What follows belongs to an exercise in optimizing a design on an open flow for small area; a production flow would make more cautious choices.
Function was checked by simulation only, so behaviour that the tests miss may differ from the original.
Power figures rest on the tool's default switching activity, not on a simulated workload.

==> flow/run.sh <==
#!/bin/bash
# Standard ORFS layout with three changes: synthesis maps logic with an
# area-oriented ABC script (flow/abc_area.script); the port buffers are the
# smallest buffer cell; and clock tree synthesis uses small clusters of
# clkbuf_4 without dummy loads. Registers and everything else as standard.
set -euo pipefail
rm -rf scripts_custom
cp -r "$FLOW_HOME/scripts" scripts_custom
cp flow/abc_area.script scripts_custom/abc_speed.script
bash standard.sh SCRIPTS_DIR="$PWD/scripts_custom" \
	"BUFFER_PORTS_ARGS=-buffer_cell sky130_fd_sc_hd__buf_1" \
	"CTS_ARGS=-sink_clustering_enable -repair_clock_nets -dont_use_dummy_load -sink_clustering_size 10 -sink_clustering_max_diameter 40 -buf_list sky130_fd_sc_hd__clkbuf_4" \
	finish > standard.log 2>&1
==> flow/abc_area.script <==
&get -n
&st
&dc2
&dc2
&dc2
&st
&dc2
&dch -f
&nf -a -R 1000 -E 10
&st
&dc2
&dch -f
&nf -a -R 1000 -E 10
&st
&dc2
&dch -f
&nf -a -R 1000 -E 10
&put
==> standard.sh <==
#!/bin/bash
# synth_recipe.tcl (not shown) runs the flow's synth.tcl, then flattens the netlist and writes it again
# the make line also repeats each setting of config.mk as NAME=value (left out here)
make -C /OpenROAD-flow-scripts/flow DESIGN_CONFIG=/design/flow/config.mk WORK_HOME=/design/flow/orfs CLKGATE_MAP_FILE= SYNTH_SCRIPT=/design/flow/synth_recipe.tcl "${@:-finish}"
==> config.mk <==
export PLATFORM = sky130hd
export DESIGN_NAME = cpu_periphs
export DESIGN_NICKNAME = cpu_periphs
export VERILOG_FILES = /design/flow/design.v
export SDC_FILE = /design/flow/constraint.sdc
export NUM_CORES = 4
export LEC_CHECK = 0
export CAP_MARGIN = 20
export CORE_MARGIN = 2
export CORE_UTILIZATION = 60
export SLEW_MARGIN = 20
==> constraint.sdc <==
create_clock -name core_clock -period 6.0 [get_ports {S_AXI_ACLK}]
set_input_delay 1.2000 -clock core_clock [delete_from_list [all_inputs] [get_ports {S_AXI_ACLK}]]
set_output_delay 1.2000 -clock core_clock [all_outputs]
set_load 0.01 [all_outputs]
==> design.v <==
package periph_pkg;
	localparam int DATA_WIDTH = 32;
	localparam int STRB_WIDTH = DATA_WIDTH / 8;
	localparam int SLOT_BITS  = 4;
	localparam int N_SLOTS    = 1 << SLOT_BITS;
	localparam int SLOT_PIC      = 0;
	localparam int SLOT_WDOG     = 1;
	localparam int SLOT_TMRA     = 4;
	localparam int SLOT_MCLOCKS  = 8;
	localparam int SLOT_MOPSTALL = 9;
	localparam int SLOT_MPFSTALL = 10;
	localparam int SLOT_MICOUNT  = 11;
	localparam int N_INTS   = 15;
	localparam int INT_EXT  = 0;
	localparam int INT_TMRA = 1;
endpackage
module cpu_periphs #(
	parameter int C_AXI_ADDR_WIDTH = 6
) (
	input  logic                        S_AXI_ACLK,
	input  logic                        i_cpu_reset,
	input  logic                        S_AXI_AWVALID,
	output logic                        S_AXI_AWREADY,
	input  logic [C_AXI_ADDR_WIDTH-1:0] S_AXI_AWADDR,
	input  logic                        S_AXI_WVALID,
	output logic                        S_AXI_WREADY,
	input  logic [31:0]                 S_AXI_WDATA,
	input  logic [3:0]                  S_AXI_WSTRB,
	output logic                        S_AXI_BVALID,
	input  logic                        S_AXI_BREADY,
	output logic [1:0]                  S_AXI_BRESP,
	input  logic                        S_AXI_ARVALID,
	output logic                        S_AXI_ARREADY,
	input  logic [C_AXI_ADDR_WIDTH-1:0] S_AXI_ARADDR,
	output logic                        S_AXI_RVALID,
	input  logic                        S_AXI_RREADY,
	output logic [31:0]                 S_AXI_RDATA,
	output logic [1:0]                  S_AXI_RRESP,
	input  logic                        i_cpu_halted,
	input  logic                        i_cpu_opstall,
	input  logic                        i_cpu_pfstall,
	input  logic                        i_cpu_icount,
	input  logic                        i_ext_int,
	output logic                        o_interrupt,
	output logic                        o_watchdog_reset
);
	logic rst;
	assign rst = i_cpu_reset;
	logic awready, bvalid, rvalid;
	logic [31:0] rdata;
	always_ff @(posedge S_AXI_ACLK) begin
		awready <= !rst && !awready && S_AXI_AWVALID && S_AXI_WVALID
			&& (!bvalid || S_AXI_BREADY);
		bvalid  <= !rst && (awready || (bvalid && !S_AXI_BREADY));
		rvalid  <= !rst && (!rvalid ? S_AXI_ARVALID : !S_AXI_RREADY);
	end
	assign S_AXI_AWREADY = awready;
	assign S_AXI_WREADY  = awready;
	assign S_AXI_BVALID  = bvalid;
	assign S_AXI_BRESP   = 2'b00;
	assign S_AXI_ARREADY = !rvalid;
	assign S_AXI_RVALID  = rvalid;
	assign S_AXI_RDATA   = rdata;
	assign S_AXI_RRESP   = 2'b00;
	logic [3:0] aw_slot;
	assign aw_slot = S_AXI_AWADDR[5:2];
	logic wr_pic, wr_wdog, wr_tmra;
	logic [3:0] wr_cnt;
	assign wr_pic  = awready && (aw_slot == 4'd0);
	assign wr_wdog = awready && (aw_slot == 4'd1);
	assign wr_tmra = awready && (aw_slot == 4'd4);
	assign wr_cnt[0] = awready && (aw_slot == 4'd8);
	assign wr_cnt[1] = awready && (aw_slot == 4'd9);
	assign wr_cnt[2] = awready && (aw_slot == 4'd10);
	assign wr_cnt[3] = awready && (aw_slot == 4'd11);
	logic [31:0] wd;
	assign wd = S_AXI_WDATA & {32{!rst}};
	logic [1:0]  pending;
	logic [14:0] enable;
	logic        wdog_int, tmra_int;
	logic [1:0]  src;
	assign src = {tmra_int, i_ext_int};
	logic en_set, en_clr;
	assign en_set = wr_pic && S_AXI_WDATA[31];
	assign en_clr = wr_pic && !S_AXI_WDATA[31];
	always_ff @(posedge S_AXI_ACLK) begin
		pending <= {2{!rst}} & ((pending & ~({2{wr_pic}} & S_AXI_WDATA[1:0])) | src);
		enable  <= {15{!rst}} & ((enable & ~({15{en_clr}} & S_AXI_WDATA[30:16]))
			| ({15{en_set}} & S_AXI_WDATA[30:16]));
	end
	assign o_interrupt = |(pending & enable[1:0]);
	logic cpu_ce;
	assign cpu_ce = !i_cpu_halted;
	logic [30:0] wcount;
	logic        w_up0, w_one, w_dec;
	assign w_up0 = (wcount[30:1] == 30'd0);
	assign w_one = w_up0 && wcount[0];
	assign w_dec = cpu_ce && !(w_up0 && !wcount[0]);
	always_ff @(posedge S_AXI_ACLK) begin
		wdog_int <= !rst && !wr_wdog && cpu_ce && w_one;
		wcount   <= (rst || wr_wdog) ? wd[30:0] : wcount - {30'd0, w_dec};
	end
	assign o_watchdog_reset = wdog_int;
	logic [30:0] tcount, tinterval;
	logic        treload;
	logic        t_up0, t_one, t_dec, t_rl;
	assign t_up0 = (tcount[30:1] == 30'd0);
	assign t_one = t_up0 && tcount[0];
	assign t_dec = cpu_ce && !(t_up0 && !tcount[0]);
	assign t_rl  = cpu_ce && t_one && treload;
	always_ff @(posedge S_AXI_ACLK) begin
		tmra_int <= !rst && !wr_tmra && cpu_ce && t_one;
		if (rst || wr_tmra) begin
			tinterval <= wd[30:0];
			treload   <= wd[31] && (wd[30:1] != 30'd0);
		end
		tcount <= (rst || wr_tmra) ? wd[30:0]
			: ((tcount - {30'd0, t_dec}) | ({31{t_rl}} & tinterval));
	end
	logic [3:0]  ev;
	logic [31:0] cnt [4];
	assign ev = {i_cpu_icount, i_cpu_pfstall, i_cpu_opstall, !i_cpu_halted};
	for (genvar k = 0; k < 4; k++) begin : g_cnt
		logic [31:0] inc;
		assign inc = cnt[k] + {31'd0, ev[k]};
		for (genvar b = 0; b < 4; b++) begin : g_byte
			logic ld;
			assign ld = rst || (wr_cnt[k] && S_AXI_WSTRB[b]);
			always_ff @(posedge S_AXI_ACLK)
				cnt[k][8*b +: 8] <= ld ? wd[8*b +: 8] : inc[8*b +: 8];
		end
	end
	logic [3:0] ar_slot;
	logic       s_pic, s_wd, s_ta;
	logic [3:0] s_cnt;
	assign ar_slot = S_AXI_ARADDR[5:2];
	assign s_pic    = !rvalid && (ar_slot == 4'd0);
	assign s_wd     = !rvalid && (ar_slot == 4'd1);
	assign s_ta     = !rvalid && (ar_slot == 4'd4);
	assign s_cnt[0] = !rvalid && (ar_slot == 4'd8);
	assign s_cnt[1] = !rvalid && (ar_slot == 4'd9);
	assign s_cnt[2] = !rvalid && (ar_slot == 4'd10);
	assign s_cnt[3] = !rvalid && (ar_slot == 4'd11);
	always_ff @(posedge S_AXI_ACLK)
		rdata <= ({32{rvalid}} & rdata)
			| ({32{s_pic}} & {o_interrupt, enable, 14'd0, pending})
			| ({32{s_wd}} & {1'b0, wcount})
			| ({32{s_ta}} & {treload, tcount})
			| ({32{s_cnt[0]}} & cnt[0])
			| ({32{s_cnt[1]}} & cnt[1])
			| ({32{s_cnt[2]}} & cnt[2])
			| ({32{s_cnt[3]}} & cnt[3]);
endmodule
==> qor.yml <==
run_status:
  status: "no timing/DRC/antenna violations"
setup_path:
  r2r-end: "wcount[30]"
  r2r_cells: 19
  end_kind: "flop"
  endpoint: "wcount[30]"
  r2r_start: "wcount[18]"
  critical_path_peak_fanout: 6
  worstSetupStartpointType: "flop"
  crit_type: "reg -> reg"
  cp_data_arrival_time_ps: 5250
  cp.required_ps: 6590
  startpoint: "wcount[18]"
  r2r_slack_ps: 1340
logic_synthesis:
  synth_cell_types: 46
  synth-async-reset-ratio_pct: 0
  synth_warnings: 2
  synth_edf_count: 32
  syn_area_um2: 12190
  yosys-top-cells-area: "dfxtp_1 (40%), edfxtp_1 (7.9%), o32ai_1 (6.3%), a222oi_1 (5.3%), a21oi_1 (4.8%)"
  synth_top_area_share_pct: 40.08
  synth_area_leader_cell: "dfxtp_1"
  synth_flop_cell: "dfxtp_1"
  ys_ff_latch: 276
  syn_avg_cell_area_um2: 9.477
  synth_cells: 1286
  ys_seq_area_share_pct: 47.96
sta:
  relSlewSlack_pct: 21.03
  finalSetupViolCount: 0
  holdWs_ps: 456.5
  fmax_mhz: 214.5
  fin_tns_setup_ps: 0
  finalMaxSlewViolations: 0
  clock_skew_ps: 43.72
  fin_crit_sh_pct: 77.70
  finalHoldViolCount: 0
  period_needed_ps: 4662
  tightest_slew_ps: 1176
  grt_setup_unrepaired: "false"
drt:
  wl_mm: 41.44
  drtIter0Drc: 1712
  drc_errors: 0
  dr.pass1.iters: 8
  vias: 12077
  wire_per_inst_um: 24.28
  drt.antenna.violating_nets: 0
  avgViaCountPerCell: 7.075
placed_design:
  place_area_um2: 13040
  hpwl_mm: 28.51
  place_congestion: 0.9309
  numPortBuffers: 94
grt:
  grt_use_met1_pct: 54.78
  grtUsageMet2_pct: 54.58
  grt.total_usage_pct: 38.14
  grt_antenna_before_repair: 2
  grtUsageMet3_pct: 10.94
  grt_overflow: 0
  grt_max_degree: 41
  grt_busiest_layer: "met1"
  grt_pass1_vias: 11081
  grt_pass1_wl_mm: 63.87
final_layout:
  post-route-cell-area_um2: 13330
  nNetsFinal: 1511
  mostFrequentLayoutCells: "dfxtp_1 (244), nand2_1 (134), a21oi_1 (118), buf_1 (94), o32ai_1 (87)"
  layout-drive-gt1-share_pct: 4.669
  fillCellCount: 1722
  final_common_cell: "dfxtp_1"
  area_growth_pct: 9.342
floorplanning:
  coreArea_um2: 20100
  die_area_um2: 21470
  ioPinCount: 103
  start_util_pct: 60.62
  die_h_um: 146.5
  rows: 52
  die_w_um: 146.5
clock_network:
  clockBufferDepth: 3
  postCtsSetupBuffers: 0
  clk_pin_slew_ps: 110
  post_cts_resize_count: 0
  clock_latency_ps: 670
  root_buffer: "clkbuf_4"
  cts_hold_buf: 0
  cts_buffers: 38
  cts.sink_count: 276
  cts_tree: "done"
  cts_htree_levels: 2
worst_hold_path:
  hp-start: "tmra_int"
  hp-class: "reg -> reg"
power_and_ir_drop:
  comb_power_share_pct: 29.7
  powerDensity_nw_per_um2: 353.7
  p_sw_w: 0.001782
  power_leakage_nw: 4.676
  power.share.clock_pct: 19.5
  power.internal_w: 0.002931
  p_seq_share_pct: 50.8
  ir_worst_vdd_mv: 0.2085
  p_sw_share_pct: 37.80
job:
  maxCapViolations: 0
==> worst min-delay path by stage <==
stage	cells past startpoint	to	slack (ps)
floorplan	2	pending[1]	410
global placement	2	pending[1]	430
detailed placement	2	pending[1]	440
CTS	2	pending[1]	460
global route	2	pending[1]	490
finish	2	pending[1]	460
==> per-stage QoR <==
step	setup slack [ps]	power (W)	util [%]	cells
CTS	1514	0.004650	66.26	1705
floorplan	1449	0.003298	-	1289
global route	1097	0.004946	66.27	1706
finish	1338	0.004713	66.29	1707
detailed placement	978.3	0.003770	64.84	1667
global placement	1021	0.003721	64.84	1667
==> logic make-up (layout without fill, tap and decap cells) <==
family                   Yosys count  after routing  share of synthesized area, %
other                              1              6                       0.03077
AO/OA/AOI/OAI                    475            475                         27.43
AND/OR/NAND/NOR                  386            386                         16.39
flip-flops                       276            276                         47.96
buffers and inverters             74            220                         2.433
XOR/XNOR                          60             60                         4.312
adder cells (fa/ha/maj)           14             14                         1.437
==> worst max-delay path, stage by stage, from the launching register on <==
cell      delay (ps)
dfxtp_1          360
or4_1            650
nor3b_1          250
nor4bb_1         720
nand4_1          350
nor2_1           180
nor2_1            80
ha_1             220
nand2_1          230
or3_1            270
or3_1            210
nor2_1           110
nand2_1          180
nor4_1            70
buf_4            170
nand2_1          150
nor3_1            80
a21oi_1          130
o21ai_0          100
o21ai_0           70
==> power groups by stage <==
stage / Clock (W) / Sequential, W / Combinational [W]
finish: 0.000917 / 0.00239 / 0.00140
floorplan: 0 / 0.00232 / 0.000978
CTS: 0.000914 / 0.00237 / 0.00136
global route: 0.000985 / 0.00241 / 0.00155
detailed placement: 0 / 0.00242 / 0.00135
global placement: 0 / 0.00241 / 0.00131
==> layer usage <==
metal | up-vias | routed length, um
li1 | 5478 | -
met1 | 5664 | 16800
met2 | 820 | 17310
met3 | 115 | 5907
met4 | 0 | 1419
met5 | - | 0
==> synthesized netlist by cell type (3+ instances only) <==
master / n
dfxtp_1: 244
nand2_1: 135
a21oi_1: 118
o32ai_1: 87
o22ai_1: 84
and3_1: 75
clkinv_1: 69
a222oi_1: 64
nor2_1: 43
xor2_1: 40
o21ai_0: 38
edfxtp_1: 32
a31oi_1: 28
nand3_1: 21
xnor2_1: 20
nor3_1: 19
nand4_1: 17
a22oi_1: 15
and4_1: 15
ha_1: 14
o2111ai_1: 14
nor4_1: 12
or3_1: 10
nor3b_1: 9
and2_0: 8
a221oi_1: 5
buf_4: 5
nand3b_1: 5
nand2b_1: 4
o31a_1: 4
or4_1: 4
a211oi_1: 3
a21o_1: 3
nor4b_1: 3
o21a_1: 3
==> registers in the layout, indices dropped and copies added (netlist names) <==
name and flops:
awready 1, wcount 31, pending 2, bvalid 1, cnt 128, tinterval 31, tmra_int 1, treload 1
enable 15, rdata 32, rvalid 1, wdog_int 1, tcount 31
==> cell type report <==
| type | count | area [um2] | share of cell area [%] |
|---|---|---|---|
| Sequential cell | 276 | 5846 | 43.86 |
| Timing Repair Buffer | 113 | 495.5 | 3.718 |
| Antenna cell | 2 | 5.005 | 0.03756 |
| Tap cell | 270 | 337.8 | 2.535 |
| Inverter | 69 | 259.0 | 1.943 |
| Multi-Input combinational cell | 939 | 6098 | 45.76 |
| Clock buffer | 38 | 285.3 | 2.141 |

-- separate check: timing with driven ports --
Ports are ideal in the flow. The routed layout listed here was re-timed in OpenROAD. Step 1 sets driving cells, clkbuf_16 on the clock port and buf_2 on the other inputs (assumed; they add their load-dependent delay and slew). Step 2 times the ports against the registers' clock, not the clock port: input delays grow and output delays shrink by t, the midpoint of the rising clock arrivals with the driver on. Three values: ideal, step 1, step 2; two values: the first two.
shift t [ns]: 0.699
setup slack, ns: 1.338 / 1.338 / 0.870
worst setup path at the end: input to register
slew at the worst register clock pin (ns): 0.12 / 0.12
pins driven straight from the clock port: 1
After both steps this run still meets setup and hold. The setup slack of this run moves by 0.000 ns with the drivers and by -0.468 ns with both steps.
